Background: an optimization exercise with open tools, aiming at small area, a short achievable clock period and few clock cycles per item. Do not read the settings as production practice. Where RTL was checked, it was by simulation tests only, not by an equivalence proof against the original. Function not checked in run 1: the RTL went through the layout flow alone. Power is estimated from default activity; no workload was simulated.

==> flow/design.v <==
package stbs_pkg;
    localparam int unsigned TABLE_DEPTH_DEF = 64;
    localparam int unsigned VALUE_W         = 32;
    localparam int unsigned INDEX_W         = 8;
    localparam int unsigned COUNT_W         = 9;
    typedef logic signed [7:0] t_bound;
endpackage
module stbs_ram #(
    parameter int unsigned WIDTH = 32,
    parameter int unsigned DEPTH = 64
) (
    input  logic                     i_clk,
    input  logic                     i_we,
    input  logic [$clog2(DEPTH)-1:0] i_waddr,
    input  logic [WIDTH-1:0]         i_wdata,
    input  logic [WIDTH-1:0]         i_value,
    output logic [DEPTH-1:0]         o_lt,
    output logic [DEPTH-1:0]         o_gt
);
    logic [WIDTH-1:0] r_mem [DEPTH];
    always_ff @(posedge i_clk) begin
        if (i_we) begin
            r_mem[i_waddr] <= i_wdata;
        end
    end
    function automatic logic [1:0] cmp_gl(logic [WIDTH-1:0] a, logic [WIDTH-1:0] b);
        logic [WIDTH-1:0] g, l;
        g = a & ~b;
        l = ~a & b;
        for (int w = 1; w < WIDTH; w = w * 2) begin
            for (int k = 0; k + w < WIDTH; k = k + 2 * w) begin
                g[k] = g[k + w] | (~l[k + w] & g[k]);
                l[k] = l[k + w] | (~g[k + w] & l[k]);
            end
        end
        cmp_gl = {g[0], l[0]};
    endfunction
    logic [WIDTH-1:0] w_v;
    assign w_v = {~i_value[WIDTH-1], i_value[WIDTH-2:0]};
    for (genvar i = 0; i < DEPTH; i++) begin : g_cmp
        logic [1:0] w_gl;
        assign w_gl    = cmp_gl({~r_mem[i][WIDTH-1], r_mem[i][WIDTH-2:0]}, w_v);
        assign o_gt[i] = w_gl[1];
        assign o_lt[i] = w_gl[0];
    end
endmodule
module stbs_ctrl #(
    parameter int unsigned FIFO_DEPTH = 6
) (
    input  logic       i_clk,
    input  logic       i_rst_n,
    input  logic       i_acc,         
    input  logic       i_res_valid,   
    input  logic [8:0] i_res_data,
    output logic       o_in_stall,
    output logic       o_out_valid,
    input  logic       i_out_stall,
    output logic [8:0] o_out_data
);
    localparam int unsigned CAP = FIFO_DEPTH + 1;
    localparam int unsigned PW  = $clog2(FIFO_DEPTH);
    localparam int unsigned CW  = $clog2(CAP + 2);
    logic [8:0]    r_mem [FIFO_DEPTH];
    logic [PW-1:0] r_rptr, r_wptr;
    logic [PW:0]   r_fcnt;
    logic          r_ov;
    logic [8:0]    r_od;
    logic [CW-1:0] r_oc;
    logic          r_stall;
    logic take, free_out, fifo_ne, pop, push;
    logic [8:0] next_od;
    assign take     = r_ov & ~i_out_stall;
    assign free_out = ~r_ov | take;
    assign fifo_ne  = r_fcnt != '0;
    assign pop      = free_out & fifo_ne;
    assign push     = i_res_valid & ~(free_out & ~fifo_ne);
    assign next_od  = fifo_ne ? r_mem[r_rptr] : i_res_data;
    function automatic logic [PW-1:0] inc(logic [PW-1:0] p);
        if (p == PW'(FIFO_DEPTH - 1)) inc = '0;
        else inc = p + PW'(1);
    endfunction
    logic s_same, s_up, s_down;
    assign s_same = r_oc >= CW'(CAP);
    assign s_up   = r_oc >= CW'(CAP - 1);
    assign s_down = r_oc >= CW'(CAP + 1);
    always_ff @(posedge i_clk) begin
        if (!i_rst_n) begin
            r_rptr  <= '0;
            r_wptr  <= '0;
            r_fcnt  <= '0;
            r_ov    <= 1'b0;
            r_oc    <= '0;
            r_stall <= 1'b0;
        end else begin
            if (push) r_wptr <= inc(r_wptr);
            if (pop)  r_rptr <= inc(r_rptr);
            r_fcnt <= r_fcnt + (PW+1)'(push) - (PW+1)'(pop);
            if (free_out) r_ov <= fifo_ne | i_res_valid;
            r_oc <= r_oc + CW'(i_acc) - CW'(take);
            case ({i_acc, take})
                2'b10:   r_stall <= s_up;
                2'b01:   r_stall <= s_down;
                default: r_stall <= s_same;
            endcase
        end
    end
    always_ff @(posedge i_clk) begin
        if (push) r_mem[r_wptr] <= i_res_data;
        if (free_out) r_od <= next_od;
    end
    assign o_in_stall  = r_stall;
    assign o_out_valid = r_ov;
    assign o_out_data  = r_od;
endmodule
module stbs_dpath #(
    parameter int unsigned DEPTH = 64
) (
    input  logic                   i_act,      
    input  logic                   i_found,
    input  logic [5:0]             i_idx,
    input  stbs_pkg::t_bound       i_lo,
    input  stbs_pkg::t_bound       i_hi,
    input  stbs_pkg::t_bound       i_mid,
    input  stbs_pkg::t_bound       i_mid_l,
    input  stbs_pkg::t_bound       i_mid_r,
    input  logic [DEPTH-1:0]       i_lt,
    input  logic [DEPTH-1:0]       i_gt,
    output logic                   o_act,
    output logic                   o_found,
    output logic [5:0]             o_idx,
    output stbs_pkg::t_bound       o_lo,
    output stbs_pkg::t_bound       o_hi,
    output stbs_pkg::t_bound       o_mid,
    output stbs_pkg::t_bound       o_mid_l,
    output stbs_pkg::t_bound       o_mid_r,
    output logic                   o_ne        
);
    typedef stbs_pkg::t_bound t_b;
    function automatic t_b half(t_b a, t_b b);
        t_b s;
        s = a + b;
        half = s >>> 1;
    endfunction
    logic l0, g0, ll, gl, lr, gr;
    logic e0, el, er;
    assign l0 = i_lt[i_mid[5:0]];
    assign g0 = i_gt[i_mid[5:0]];
    assign ll = i_lt[i_mid_l[5:0]];
    assign gl = i_gt[i_mid_l[5:0]];
    assign lr = i_lt[i_mid_r[5:0]];
    assign gr = i_gt[i_mid_r[5:0]];
    assign e0 = i_lo > i_hi;
    assign el = i_lo == i_mid;        
    assign er = i_mid == i_hi;        
    t_b q_lo [4], q_hi [4], q_mid [4], q_ml [4], q_mr [4];
    logic [3:0] q_ne;
    always_comb begin
        q_lo[0] = i_lo;                q_hi[0] = i_mid_l - t_b'(1);
        q_lo[1] = i_mid_l + t_b'(1);   q_hi[1] = i_mid - t_b'(1);
        q_lo[2] = i_mid + t_b'(1);     q_hi[2] = i_mid_r - t_b'(1);
        q_lo[3] = i_mid_r + t_b'(1);   q_hi[3] = i_hi;
        for (int k = 0; k < 4; k++) begin
            q_mid[k] = half(q_lo[k], q_hi[k]);
            q_ml[k]  = half(q_lo[k], q_mid[k] - t_b'(1));
            q_mr[k]  = half(q_mid[k] + t_b'(1), q_hi[k]);
            q_ne[k]  = q_lo[k] <= q_hi[k];
        end
    end
    logic       c_e, c_l, c_g;
    t_b         c_mid;
    logic [1:0] q;
    always_comb begin
        c_e   = l0 ? er : el;
        c_l   = l0 ? lr : ll;
        c_g   = l0 ? gr : gl;
        c_mid = l0 ? i_mid_r : i_mid_l;
        q     = {l0, c_l};
        o_act   = 1'b0;
        o_found = i_found;
        o_idx   = i_idx;
        if (i_act) begin
            o_found = 1'b0;
            o_idx   = '0;
            if (e0) begin
            end else if (!l0 && !g0) begin
                o_found = 1'b1;
                o_idx   = i_mid[5:0];
            end else if (c_e) begin
            end else if (!c_l && !c_g) begin
                o_found = 1'b1;
                o_idx   = c_mid[5:0];
            end else begin
                o_act = 1'b1;
            end
        end
        o_lo    = q_lo[q];
        o_hi    = q_hi[q];
        o_mid   = q_mid[q];
        o_mid_l = q_ml[q];
        o_mid_r = q_mr[q];
        o_ne    = q_ne[q];
    end
endmodule
module sorted_table_binary_search_top #(
    parameter int unsigned TABLE_DEPTH = stbs_pkg::TABLE_DEPTH_DEF
) (
    input  logic                         i_clk,
    input  logic                         i_rst_n,
    input  logic                         i_cfg_valid,
    output logic                         o_cfg_ready,
    input  logic [stbs_pkg::COUNT_W-1:0] i_cfg_data,
    input  logic                         i_in_valid,
    output logic                         o_in_stall,
    input  logic [40:0]                  i_in_data,
    output logic                         o_out_valid,
    input  logic                         i_out_stall,
    output logic [8:0]                   o_out_data
);
    typedef stbs_pkg::t_bound t_b;
    localparam int unsigned D = TABLE_DEPTH;
    function automatic t_b half(t_b a, t_b b);
        t_b s;
        s = a + b;
        half = s >>> 1;
    endfunction
    assign o_cfg_ready = 1'b1;
    logic [stbs_pkg::COUNT_W-1:0] r_count;
    always_ff @(posedge i_clk) begin
        if (!i_rst_n)         r_count <= '0;
        else if (i_cfg_valid) r_count <= i_cfg_data;
    end
    t_b w_hi0, w_mid0;
    t_b r_hi0, r_mid0, r_ml0, r_mr0;
    assign w_hi0  = ((r_count > stbs_pkg::COUNT_W'(D)) ? t_b'(D) : t_b'(r_count)) - t_b'(1);
    assign w_mid0 = half(t_b'(0), w_hi0);
    always_ff @(posedge i_clk) begin
        r_hi0  <= w_hi0;
        r_mid0 <= w_mid0;
        r_ml0  <= half(t_b'(0), w_mid0 - t_b'(1));
        r_mr0  <= half(w_mid0 + t_b'(1), w_hi0);
    end
    logic        r_iv, r_iop;
    logic [7:0]  r_iidx;
    logic [31:0] r_ival;
    logic        w_acc;
    assign w_acc = i_in_valid & ~o_in_stall;
    always_ff @(posedge i_clk) begin
        r_iv   <= i_rst_n & w_acc;
        r_iop  <= i_in_data[40];
        r_iidx <= i_in_data[39:32];
        r_ival <= i_in_data[31:0];
    end
    logic [D-1:0] w_lt, w_gt;
    stbs_ram #(
        .WIDTH (32),
        .DEPTH (D)
    ) u_table (
        .i_clk   (i_clk),
        .i_we    (r_iv & ~r_iop & (32'(r_iidx) < D)),
        .i_waddr (r_iidx[$clog2(D)-1:0]),
        .i_wdata (r_ival),
        .i_value (r_ival),
        .o_lt    (w_lt),
        .o_gt    (w_gt)
    );
    logic         r1_v;
    logic [D-1:0] r1_lt, r1_gt;
    always_ff @(posedge i_clk) begin
        r1_v  <= i_rst_n & r_iv & r_iop;
        r1_lt <= w_lt;
        r1_gt <= w_gt;
    end
    logic         w2_act, w2_found, w2_ne;
    logic [5:0]   w2_idx;
    t_b           w2_lo, w2_hi, w2_mid, w2_ml, w2_mr;
    stbs_dpath #(.DEPTH(D)) u_s2 (
        .i_act (r1_v), .i_found (1'b0), .i_idx ('0),
        .i_lo (t_b'(0)), .i_hi (r_hi0), .i_mid (r_mid0), .i_mid_l (r_ml0), .i_mid_r (r_mr0),
        .i_lt (r1_lt), .i_gt (r1_gt),
        .o_act (w2_act), .o_found (w2_found), .o_idx (w2_idx),
        .o_lo (w2_lo), .o_hi (w2_hi), .o_mid (w2_mid), .o_mid_l (w2_ml), .o_mid_r (w2_mr), .o_ne (w2_ne)
    );
    logic         r2_v, r2_act, r2_found;
    logic [5:0]   r2_idx;
    t_b           r2_lo, r2_hi, r2_mid, r2_ml, r2_mr;
    logic [D-1:0] r2_lt, r2_gt;
    always_ff @(posedge i_clk) begin
        r2_v     <= i_rst_n & r1_v;
        r2_act   <= w2_act;
        r2_found <= w2_found;
        r2_idx   <= w2_idx;
        r2_lo    <= w2_lo;
        r2_hi    <= w2_hi;
        r2_mid   <= w2_mid;
        r2_ml    <= w2_ml;
        r2_mr    <= w2_mr;
        r2_lt    <= r1_lt;
        r2_gt    <= r1_gt;
    end
    logic         w3_act, w3_found, w3_ne;
    logic [5:0]   w3_idx;
    t_b           w3_lo, w3_hi, w3_mid, w3_ml, w3_mr;
    stbs_dpath #(.DEPTH(D)) u_s3 (
        .i_act (r2_act), .i_found (r2_found), .i_idx (r2_idx),
        .i_lo (r2_lo), .i_hi (r2_hi), .i_mid (r2_mid), .i_mid_l (r2_ml), .i_mid_r (r2_mr),
        .i_lt (r2_lt), .i_gt (r2_gt),
        .o_act (w3_act), .o_found (w3_found), .o_idx (w3_idx),
        .o_lo (w3_lo), .o_hi (w3_hi), .o_mid (w3_mid), .o_mid_l (w3_ml), .o_mid_r (w3_mr), .o_ne (w3_ne)
    );
    logic         r3_v, r3_act, r3_found;
    logic [5:0]   r3_idx;
    t_b           r3_lo, r3_hi, r3_mid, r3_ml, r3_mr;
    logic [D-1:0] r3_lt, r3_gt;
    always_ff @(posedge i_clk) begin
        r3_v     <= i_rst_n & r2_v;
        r3_act   <= w3_act;
        r3_found <= w3_found;
        r3_idx   <= w3_idx;
        r3_lo    <= w3_lo;
        r3_hi    <= w3_hi;
        r3_mid   <= w3_mid;
        r3_ml    <= w3_ml;
        r3_mr    <= w3_mr;
        r3_lt    <= r2_lt;
        r3_gt    <= r2_gt;
    end
    logic         w4_act, w4_found, w4_ne;
    logic [5:0]   w4_idx;
    t_b           w4_lo, w4_hi, w4_mid, w4_ml, w4_mr;
    stbs_dpath #(.DEPTH(D)) u_s4 (
        .i_act (r3_act), .i_found (r3_found), .i_idx (r3_idx),
        .i_lo (r3_lo), .i_hi (r3_hi), .i_mid (r3_mid), .i_mid_l (r3_ml), .i_mid_r (r3_mr),
        .i_lt (r3_lt), .i_gt (r3_gt),
        .o_act (w4_act), .o_found (w4_found), .o_idx (w4_idx),
        .o_lo (w4_lo), .o_hi (w4_hi), .o_mid (w4_mid), .o_mid_l (w4_ml), .o_mid_r (w4_mr), .o_ne (w4_ne)
    );
    logic       w_res_found;
    logic [5:0] w_res_idx;
    always_comb begin
        w_res_found = w4_found;
        w_res_idx   = w4_idx;
        if (w4_act) begin
            w_res_found = w4_ne & ~r3_lt[D-1] & ~r3_gt[D-1];
            w_res_idx   = w_res_found ? 6'(D - 1) : '0;
        end
    end
    logic       r4_v;
    logic [8:0] r4_res;
    always_ff @(posedge i_clk) begin
        r4_v   <= i_rst_n & r3_v;
        r4_res <= {w_res_found, 2'b00, w_res_idx};
    end
    stbs_ctrl #(.FIFO_DEPTH(6)) u_ctrl (
        .i_clk       (i_clk),
        .i_rst_n     (i_rst_n),
        .i_acc       (w_acc & i_in_data[40]),
        .i_res_valid (r4_v),
        .i_res_data  (r4_res),
        .o_in_stall  (o_in_stall),
        .o_out_valid (o_out_valid),
        .i_out_stall (i_out_stall),
        .o_out_data  (o_out_data)
    );
endmodule
==> flow/run.sh <==
#!/bin/bash
# synth_recipe.tcl (not shown) runs the flow's synth.tcl, then flattens the netlist and writes it again
# the make line also repeats each setting of config.mk as NAME=value (left out here)
make -C /OpenROAD-flow-scripts/flow DESIGN_CONFIG=/design/flow/config.mk WORK_HOME=/design/flow/orfs CLKGATE_MAP_FILE= SYNTH_SCRIPT=/design/flow/synth_recipe.tcl finish
==> flow/config.mk <==
export PLATFORM = sky130hd
export DESIGN_NAME = sorted_table_binary_search_top
export DESIGN_NICKNAME = sorted_table_binary_search_top
export VERILOG_FILES = /design/flow/design.v
export SDC_FILE = /design/flow/constraint.sdc
export NUM_CORES = 4
export LEC_CHECK = 0
export CAP_MARGIN = 20
export CORE_MARGIN = 2
export CORE_UTILIZATION = 45
export PLACE_DENSITY = 0.6
export SETUP_SLACK_MARGIN = 5
export SLEW_MARGIN = 20
export SYNTH_MEMORY_MAX_BITS = 16384
==> flow/constraint.sdc <==
create_clock -name core_clock -period 8.0 [get_ports {i_clk}]
set_input_delay 1.6000 -clock core_clock [delete_from_list [all_inputs] [get_ports {i_clk}]]
set_output_delay 1.6000 -clock core_clock [all_outputs]
set_load 0.01 [all_outputs]
==> metrics.md, run 1 <==
| Metric | Value |
|---|---|
| Status | timing/DRC/antenna clean |
| Clock transition at the registers of the reported paths | 0.06 ns |
| Minimum clock period after layout | 4.48 ns |
| Max Cap Violations | 0 |
| EDFF count, synth | 2,097 |
| Final WL | 513 mm |
| Max Fanout on Critical Path | 6 |
| DR DRC count | 0 |
| ANT nets after route | 0 |
| Worst Hold Class | flop to flop |
| Share of the synthesized area in the top cell type | 43.7% |
| Vias in the first global route | 102,000 |
| Distinct cells, synth | 108 |
| Cell with the most instances after synthesis | edfxtp_1 |
| Max_slew headroom | 6.18% |
| Drt initial violations | 10,000 |
| Leakage | 56.6 nW |
| Fmax | 223 MHz |
| Setup-failing EPs final | 0 |
| Via density | 6.03 |
| # rows | 207 |
| Slew Viols, Final | 0 |
| Syn Area/Cell | 11.5 µm² |
| CTS buffer count | 308 |
| Final hold violation count | 0 |
| Worst path required time | 8.76 ns |
| Gr ovfl total | 0 |
| Critical Path End Type | flop |
| Pwr Density | 401 nW/µm² |
| IO Port Bufs | 63 |
| Gpl congestion | 0.927 |
| Post-synth ARST share | 0% |
| Crit path cell chain | buf_12 > mux4_2 > mux2_4 > a221oi_4 > or2_4 > and2_4 > mux2i_4 > buf_12 > buf_8 > mux2i_1 > mux4_2 > nor3_4 > nor4b_4 > o21a_2 > a221o_1 |
| GR Util All Layers | 30.3% |
| Root buf cell | clkbuf_16 |
| Clock Sinks | 2,674 |
| Routed via count | 105,000 |
| Crit path DAT | 5.24 ns |
| Sequential share of the synthesized area | 51.7% |
| IO Count | 67 |
| Initial antenna violation count | 52 |
| Commonest cells in the netlist | 2,097 x edfxtp_1, 2,048 x maj3_1, 1,088 x nor2b_1 |
| Yosys reg bits | 2,674 |
| Pin count of the biggest net entering global routing | 147 |
| H-Tree Depth | 5 |
| Pre-antenna DRT Iters | 6 |
| Maximum VDD drop | 0.510 mV |
| Area grow syn2layout | 16.9% |
| Share of layout cells above drive strength 1 | 14.3% |
| DP HPWL | 309 mm |
| Post-synth top flop | edfxtp_1 |
| Die height | 570 µm |
| Synth area leaders | edfxtp_1 44%, maj3_1 14%, dfxtp_1 8.0% |
| Period utilization | 56.0% |
| Post-Syn Area | 144,000 µm² |
| Total core area | 319,000 µm² |
| Post-Syn Instances | 12,500 |
| Top cell type by total area after synthesis | edfxtp_1 |
| CTS tree | yes |
| Nets | 13,300 |
| Total power | 67.7 mW |
| Fillers | 27,100 |
| Cts hold-fix bufs | 0 |
| Setup CP Type | flop to flop |
| Chip width | 570 µm |
| Starting Density | 45.3% |
| Yosys synthesis warning count | 9 |
| First-pass GRT wire length | 712 mm |
| Drt wl/cell | 29.6 µm |
| Crit-path max cell delay | 0.57 ns |
| Die ar. | 325,000 µm² |
| Worst Max-Slew Pin Slew | 1.41 ns |
| Hold slack final | 0.375 ns |
| Crit path buf inv count | 3 |
| Top Family by Delay on Critical Path | multiplexers |
| RSZ-0062 raised after global routing | true |
| Later-pin clock latency in the skew report | 0.91 ns |
| Slowest-stage cell, CP | mux4_2 |
| Clock Skews | 0.0362 ns |
| Worst setup SP type | flop |
| Setup TNS | 0 ns |
| Clock Tree Buf Depth | 4 |
==> cell usage in the layout, fill, tap and decap left out, types with 240 or more instances in the layout <==
cell type,Yosys,routed
edfxtp_1,2097,2097
maj3_1,2048,2048
nor2b_1,1088,1084
nand2b_1,1068,1067
a21oi_1,1086,1028
o21ai_0,1082,955
dfxtp_1,577,507
inv_1,427,392
buf_4,21,363
clkbuf_16,0,328
ha_1,294,270
nand2_1,293,268
mux2i_1,253,240
==> sequential cells by signal, summed over array words and instances, names as in the netlist, 32 cells and up, named ones only <==
name and cells:
r2_gt 64, r2_lt 64, r1_gt 64, r3_gt 64
u_ctrl.r_mem 42, u_table.r_mem 2048, r3_lt 64, r_ival 32
r1_lt 64
==> routing by layer <==
metal,vias up,track usage [%],share of wire [%]
met5,-,0,0.019
li1,46700,-,-
met3,969,4.32,7.2
met1,52900,40.8,42
met4,14,12.6,4.6
met2,3968,48.8,46
==> cells by family after synthesis <==
kind of cell | synth area share [%]
other | 0.00521
adder cells (fa/ha/maj) | 17.1
XOR/XNOR | 1.58
AO/OA/AOI/OAI | 10.4
multiplexers | 3.91
flip-flops | 51.7
AND/OR/NAND/NOR | 12.3
buffers and inverters | 3.05
==> where the power goes <==
group	switching (mW)	leakage, nW	internal [mW]	total, mW
Clock	5.88	4.74	7.92	13.8
Sequential	1.19	23.7	15.6	16.8
Combinational	20.4	28.2	16.6	37.0
==> final timing paths <==
kind                                start         to  slack (ns)  cells past startpoint
worst max-delay path            r2_mid[0]  r3_idx[3]        3.52                     15
worst min-delay path            r1_gt[41]  r2_gt[41]        0.38                      0
worst max register to register  r2_mid[0]  r3_idx[3]        3.52                     15
worst min register to register  r1_gt[41]  r2_gt[41]        0.38                      0
==> what timing repair did <==
item                       CTS  global route
resized for setup          689           291
cloned                      43            17
setup endpoints to repair  713           305
pin swaps                  119           130
buffers inserted           319            48
==> cell type report <==
cell class	instances	area [µm²]	area share [%]
sequential	2674	74700	44.3
multi-input combinational	8795	69000	40.9
clock buffer	413	8440	5.01
timing repair buffer	676	7980	4.73
tap	4180	5230	3.10
inverter	436	1860	1.10
clock inverter	141	1270	0.751
antenna	23	57.6	0.0341
timing repair inverter	3	31.3	0.0186
==> worst register-to-register path, cell delays in order, from the launching register on <==
cell and delay, ns:
dfxtp_4 0.45, buf_12 0.16, mux4_2 0.49, mux2_4 0.29
a221oi_4 0.44, or2_4 0.27, and2_4 0.20, mux2i_4 0.26
buf_12 0.16, buf_8 0.12, mux2i_1 0.07, mux4_2 0.57
nor3_4 0.23, nor4b_4 0.08, o21a_2 0.24, a221o_1 0.32
==> through the flow <==
| stage | cells | setup WS, ns | instance area (µm²) | util [%] |
|---|---|---|---|---|
| 4_1_cts | 17300 | 3.58 | 167000 | 52.3 |
| 5_1_grt | 17300 | 3.45 | 169000 | 52.9 |
| 3_3_place_gp | 16300 | 1.98 | 150000 | 47.1 |
| 3_5_place_dp | 16300 | 1.96 | 150000 | 47.1 |
| 2_1_floorplan | 12500 | 3.70 | 145000 | - |
| 6_report | 17300 | 3.52 | 169000 | 52.9 |
==> run 2, diff against run 1 <==
--- a/flow/design.v
+++ b/flow/design.v
@@ -25,21 +25,5 @@
     end
-    function automatic logic [1:0] cmp_gl(logic [WIDTH-1:0] a, logic [WIDTH-1:0] b);
-        logic [WIDTH-1:0] g, l;
-        g = a & ~b;
-        l = ~a & b;
-        for (int w = 1; w < WIDTH; w = w * 2) begin
-            for (int k = 0; k + w < WIDTH; k = k + 2 * w) begin
-                g[k] = g[k + w] | (~l[k + w] & g[k]);
-                l[k] = l[k + w] | (~g[k + w] & l[k]);
-            end
-        end
-        cmp_gl = {g[0], l[0]};
-    endfunction
-    logic [WIDTH-1:0] w_v;
-    assign w_v = {~i_value[WIDTH-1], i_value[WIDTH-2:0]};
     for (genvar i = 0; i < DEPTH; i++) begin : g_cmp
-        logic [1:0] w_gl;
-        assign w_gl    = cmp_gl({~r_mem[i][WIDTH-1], r_mem[i][WIDTH-2:0]}, w_v);
-        assign o_gt[i] = w_gl[1];
-        assign o_lt[i] = w_gl[0];
+        assign o_lt[i] = $signed(r_mem[i]) < $signed(i_value);
+        assign o_gt[i] = $signed(r_mem[i]) > $signed(i_value);
     end
@@ -134,4 +118,3 @@
     output stbs_pkg::t_bound       o_mid_l,
-    output stbs_pkg::t_bound       o_mid_r,
-    output logic                   o_ne        
+    output stbs_pkg::t_bound       o_mid_r
 );
@@ -155,3 +138,2 @@
     t_b q_lo [4], q_hi [4], q_mid [4], q_ml [4], q_mr [4];
-    logic [3:0] q_ne;
     always_comb begin
@@ -165,3 +147,2 @@
             q_mr[k]  = half(q_mid[k] + t_b'(1), q_hi[k]);
-            q_ne[k]  = q_lo[k] <= q_hi[k];
         end
@@ -200,3 +181,2 @@
         o_mid_r = q_mr[q];
-        o_ne    = q_ne[q];
     end
@@ -272,3 +252,3 @@
     end
-    logic         w2_act, w2_found, w2_ne;
+    logic         w2_act, w2_found;
     logic [5:0]   w2_idx;
@@ -280,3 +260,3 @@
         .o_act (w2_act), .o_found (w2_found), .o_idx (w2_idx),
-        .o_lo (w2_lo), .o_hi (w2_hi), .o_mid (w2_mid), .o_mid_l (w2_ml), .o_mid_r (w2_mr), .o_ne (w2_ne)
+        .o_lo (w2_lo), .o_hi (w2_hi), .o_mid (w2_mid), .o_mid_l (w2_ml), .o_mid_r (w2_mr)
     );
@@ -299,3 +279,3 @@
     end
-    logic         w3_act, w3_found, w3_ne;
+    logic         w3_act, w3_found;
     logic [5:0]   w3_idx;
@@ -307,3 +287,3 @@
         .o_act (w3_act), .o_found (w3_found), .o_idx (w3_idx),
-        .o_lo (w3_lo), .o_hi (w3_hi), .o_mid (w3_mid), .o_mid_l (w3_ml), .o_mid_r (w3_mr), .o_ne (w3_ne)
+        .o_lo (w3_lo), .o_hi (w3_hi), .o_mid (w3_mid), .o_mid_l (w3_ml), .o_mid_r (w3_mr)
     );
@@ -326,3 +306,3 @@
     end
-    logic         w4_act, w4_found, w4_ne;
+    logic         w4_act, w4_found;
     logic [5:0]   w4_idx;
@@ -334,3 +314,3 @@
         .o_act (w4_act), .o_found (w4_found), .o_idx (w4_idx),
-        .o_lo (w4_lo), .o_hi (w4_hi), .o_mid (w4_mid), .o_mid_l (w4_ml), .o_mid_r (w4_mr), .o_ne (w4_ne)
+        .o_lo (w4_lo), .o_hi (w4_hi), .o_mid (w4_mid), .o_mid_l (w4_ml), .o_mid_r (w4_mr)
     );
@@ -342,3 +322,3 @@
         if (w4_act) begin
-            w_res_found = w4_ne & ~r3_lt[D-1] & ~r3_gt[D-1];
+            w_res_found = (w4_lo <= w4_hi) & ~r3_lt[D-1] & ~r3_gt[D-1];
             w_res_idx   = w_res_found ? 6'(D - 1) : '0;
--- a/flow/config.mk
+++ b/flow/config.mk
@@ -11,3 +11,2 @@
 export PLACE_DENSITY = 0.6
-export SETUP_SLACK_MARGIN = 5
 export SLEW_MARGIN = 20
==> run 2 against run 1 <==
  * Still clean on timing, DRC and antenna
  * Combinational power decreased by 18%
  * Clock power increased by 4%
  * Hold slack got worse by 0.013 ns
  * Via count decreased by 6.9%
  * Final area decreased by 5.3%
  * Sequential power about the same
  * Synthesized area decreased by 1.8%
  * Fmax decreased by 40%
  * Non-clock buffer count decreased by 364
  * Critical path depth increased by 19
  * Sequential cell count unchanged
  * Core utilization decreased by 1.8 points
  * Critical endpoint is now r4_res[4]
==> metrics.md, run 2 <==
| Metric | Value |
|---|---|
| Yosys reg bits | 2,674 (unchanged) |
| Nets | 13,800 (+3.8%) |
| # rows | 205 (-0.97%) |
| Combinational share of power | 49.4% (-5.3 points) |
| Die ar. | 319,000 µm² (-1.8%) |
| Total power | 61.4 mW (-9.2%) |
| Drt wl/cell | 31.2 µm (+5.4%) |
| Worst setup SP type | flop |
| Chip width | 565 µm (-0.91%) |
| Slew Viols, Final | 0 (unchanged) |
| IO Count | 67 (unchanged) |
| Max_slew headroom | 13.7% (+7.5 points) |
| Vias in the first global route | 96,200 (-5.7%) |
| Crit path buf inv count | 3 (unchanged) |
| Period utilization | 93.6% (+38 points) |
| Area grow syn2layout | 12.7% |
| Sequential share of the synthesized area | 52.6% (+0.96 points) |
| Worst Max-Slew Pin Slew | 1.29 ns (-0.122 ns) |
| Pin count of the biggest net entering global routing | 67 (-54%) |
| Max Cap Violations | 0 (unchanged) |
| Setup-failing EPs final | 0 (unchanged) |
| Endpoint, Worst Hold | r2_lt[45] |
| R2r worst-path depth | 34 (+19) |
| Later-pin clock latency in the skew report | 0.92 ns (about the same) |
| Final WL | 493 mm (-4.0%) |
| Syn Area/Cell | 12.9 µm² (+13%) |
| EDFF count, synth | 2,097 (unchanged) |
| H-Tree Depth | 5 (unchanged) |
| Drt initial violations | 11,200 (+12%) |
| R2R Path Start | r3_mid[2] |
| Clock Sinks | 2,674 (unchanged) |
| Post-Syn Area | 142,000 µm² (-1.8%) |
| Via density | 6.17 (+2.3%) |
| IO Port Bufs | 63 (unchanged) |
| Maximum VDD drop | 0.742 mV (+45%) |
| Initial antenna violation count | 54 (+3.8%) |
| Yosys synthesis warning count | 9 (unchanged) |
| Max Fanout on Critical Path | 9 (+3) |
| Gr ovfl total | 0 (unchanged) |
| Hold path start | r1_lt[45] |
| Hold slack final | 0.362 ns (-0.0134 ns) |
| Clock Skews | 0.0619 ns (+0.0257 ns) |
| Worst Hold Class | flop to flop |
| Worst path required time | 8.82 ns (+0.06 ns) |
| Clock power share | 23.2% (+2.8 points) |
| Most frequent cells in the layout | 2,312 x ha_1, 2,097 x edfxtp_1, 706 x a21oi_1 |
| Slowest-stage cell, CP | or4_1 |
| CTS buffer count | 300 (-2.6%) |
| Gpl congestion | 0.972 (+4.8%) |
| Post-Syn Instances | 10,900 (-13%) |
| Max reg flops | 2,048 (unchanged) |
| Fin util | 51.1% (-1.8 points) |
| Total core area | 312,000 µm² (-1.9%) |
| Minimum clock period after layout | 7.48 ns (+3.01 ns) |
| Pint | 36.4 mW (-9.4%) |
| Commonest non-fill, non-tap cell in the layout | ha_1 |
| Setup CP Type | flop to flop |
| Top cell type by total area after synthesis | edfxtp_1 |
| Sw frac | 40.8% (+0.10 points) |
| Cell with the most instances after synthesis | ha_1 |
| GR Util All Layers | 30.4% (+0.14 points) |
| Status | timing/DRC/antenna clean |
| CP most frequent cell | o21ai_0 |
| Post-synth top flop | edfxtp_1 |
| CTS tree | yes |
| Pre-antenna DRT Iters | 6 (unchanged) |
| Leakage | 63.5 nW (+12%) |
| Clock transition at the registers of the reported paths | 0.06 ns (about the same) |
| Hold depth | 0 (unchanged) |
| Pwr Density | 385 nW/µm² (-4.1%) |
| Routed via count | 97,400 (-6.9%) |
| ANT nets after route | 0 (unchanged) |
| Fmax | 134 MHz (-40%) |
| Critical R2R Capture | r4_res[4] |
| Reg-to-reg setup timing slack | 0.52 ns (-3.01 ns) |
| Starting Density | 45.3% (+0.051 points) |
| Final hold violation count | 0 (unchanged) |
| Crit path DAT | 8.30 ns (+3.06 ns) |
| DR DRC count | 0 (unchanged) |
| Clock Tree Buf Depth | 4 (unchanged) |
| Top Family by Delay on Critical Path | simple AND/OR/NAND/NOR gates |
| Setup TNS | 0 ns (unchanged) |
| Distinct cells, synth | 88 (-19%) |
| Synth area leaders | edfxtp_1 44%, ha_1 20%, dfxtp_1 8.2% |
| Share of the synthesized area in the top cell type | 44.5% (+0.81 points) |
| Share of layout cells above drive strength 1 | 8.92% (-5.4 points) |
| Commonest cells in the netlist | 2,312 x ha_1, 2,097 x edfxtp_1, 706 x a21oi_1 |
| Sw Pwr | 25.0 mW (-9.0%) |
| Post-synth ARST share | 0% (unchanged) |
| Reg with most FFs | u_table.r_mem |
| RSZ-0062 raised after global routing | false |
| First-pass GRT wire length | 694 mm (-2.5%) |
| Die height | 565 µm (-0.91%) |
| Crit-path max cell delay | 0.56 ns (about the same) |
| Root buf cell | clkbuf_16 |
| Critical Path End Type | flop |
| DP HPWL | 322 mm (+4.4%) |
| Part of the power in registers | 27.4% (+2.5 points) |
==> run 2: cell types whose count changed after synthesis, sizes merged, moves of 145 or more <==
| cell | delta |
|---|---|
| nand2b | -652 |
| o21a | +164 |
| ha | +2018 |
| clkbuf | -425 |
| maj3 | -2048 |
| o21ai | -572 |
| nand4 | +479 |
| nor2b | -639 |
| mux2i | +152 |
| a21oi | -380 |
| nor2 | +145 |
==> run 2: worst max-delay path by stage <==
stage	startpoint	to	slack, ns	cells past startpoint
5_1_grt	r3_mid[1]	r4_res[1]	0.04	34
3_5_place_dp	r3_mid[2]	r4_res[4]	0.33	33
2_1_floorplan	r3_mid[2]	r4_res[2]	1.39	35
4_1_cts	r3_mid[1]	r4_res[4]	0.27	33
6_report	r3_mid[2]	r4_res[4]	0.52	34
3_3_place_gp	r3_mid[2]	r4_res[1]	0.09	33
==> run 2: area by class of cell <==
class,instances,area [µm²]
Clock buffer,416,8620
Clock inverter,135,1460
Inverter,383,1590
Timing Repair Buffer,312,2690
Fill cell,26700,153000
Tap cell,4140,5180
Sequential cell,2674,74700
Multi-Input combinational cell,7710,65400
Antenna cell,23,57.6
==> run 2: metrics by stage <==
stage               instance area (µm²)  cells  setup WS (ns)
floorplan                        142000  10900           1.39
global placement                 149000  15200         0.0929
detailed placement               149000  15200          0.332
CTS                              159000  15800          0.273
global route                     160000  15800         0.0357
finish                           160000  15800          0.516
==> run 2: worst reg2reg max path: cells and delay by family (launching register included) <==
kind	cells	cell delay, ns
muxes	2	0.76
DFF	1	0.40
buffers and inverters	3	0.57
AOI/OAI and AO/OA	13	2.13
adders and majority gates	3	0.97
and+or+nand+nor	13	2.58
==> run 2: cells by family (layout without fill, tap and decap cells) <==
family                     Yosys count  count (layout)  share of synthesized area (%)
AOI/OAI and AO/OA                 2089            2089                           8.98
DFF                               2674            2674                           52.6
xor gates and xnor gates           238             238                           1.47
other                                2              26                        0.00530
adders and majority gates         2336            2336                           20.8
buffers and inverters              554            1246                           1.56
muxes                              571             571                           5.05
and+or+nand+nor                   2473            2473                           9.55
==> run 2: metal layers <==
layer / share of wire (%) / global-route usage (%)
met4: 5.7 / 15.3
met3: 8.2 / 4.50
met2: 46 / 49.0
met5: 0.017 / 0
met1: 41 / 40.0
==> run 2: what timing repair did <==
item	in CTS	in global routing
resized for setup	0	7
buffers inserted	0	4
setup endpoints to repair	0	7
hold buffers	0	0
==> run 2: power by group through the flow <==
stage	Combinational (mW)	Clock, mW	Sequential [mW]
after CTS	29.8	14.4	16.8
after floorplan	21.3	0	16.2
final	30.4	14.3	16.8
after global routing	33.1	14.9	16.8
after global placement	29.4	0	17.1
after detailed placement	29.6	0	17.1
Testbench counts of run 2, summed over its fixed seeds: cycles 3,247, items 3,051.

==> separate check: timing with driven ports <==
The flow's constraints put no driver on any port. The routed layouts listed below were extracted and timed again, unchanged, in two steps.
Step 1 (the two cells are an assumption about what drives the block):
set clk [get_ports {i_clk}]
set_driving_cell -lib_cell sky130_fd_sc_hd__clkbuf_16 $clk
set_driving_cell -lib_cell sky130_fd_sc_hd__buf_2 [delete_from_list [all_inputs] $clk]
Step 2 moves the port delays by t, midway between the first and last clock arrival at a register: inputs arrive t later, outputs are due t later. That takes back most of the time a late clock gives input paths.
Three values: ideal ports, drivers, drivers and shift; two values: the first two.
| run | t, ns | setup WS [ns] | worst hold slack (ns) |
|---|---|---|---|
| run 1 | 1.001 | 3.521 / 3.521 / 3.521 | 0.375 / 0.375 / 0.375 |
| run 2 | 1.006 | 0.516 / 0.516 / 0.516 | 0.362 / 0.362 / 0.362 |
After both steps setup and hold are still met in every run listed.
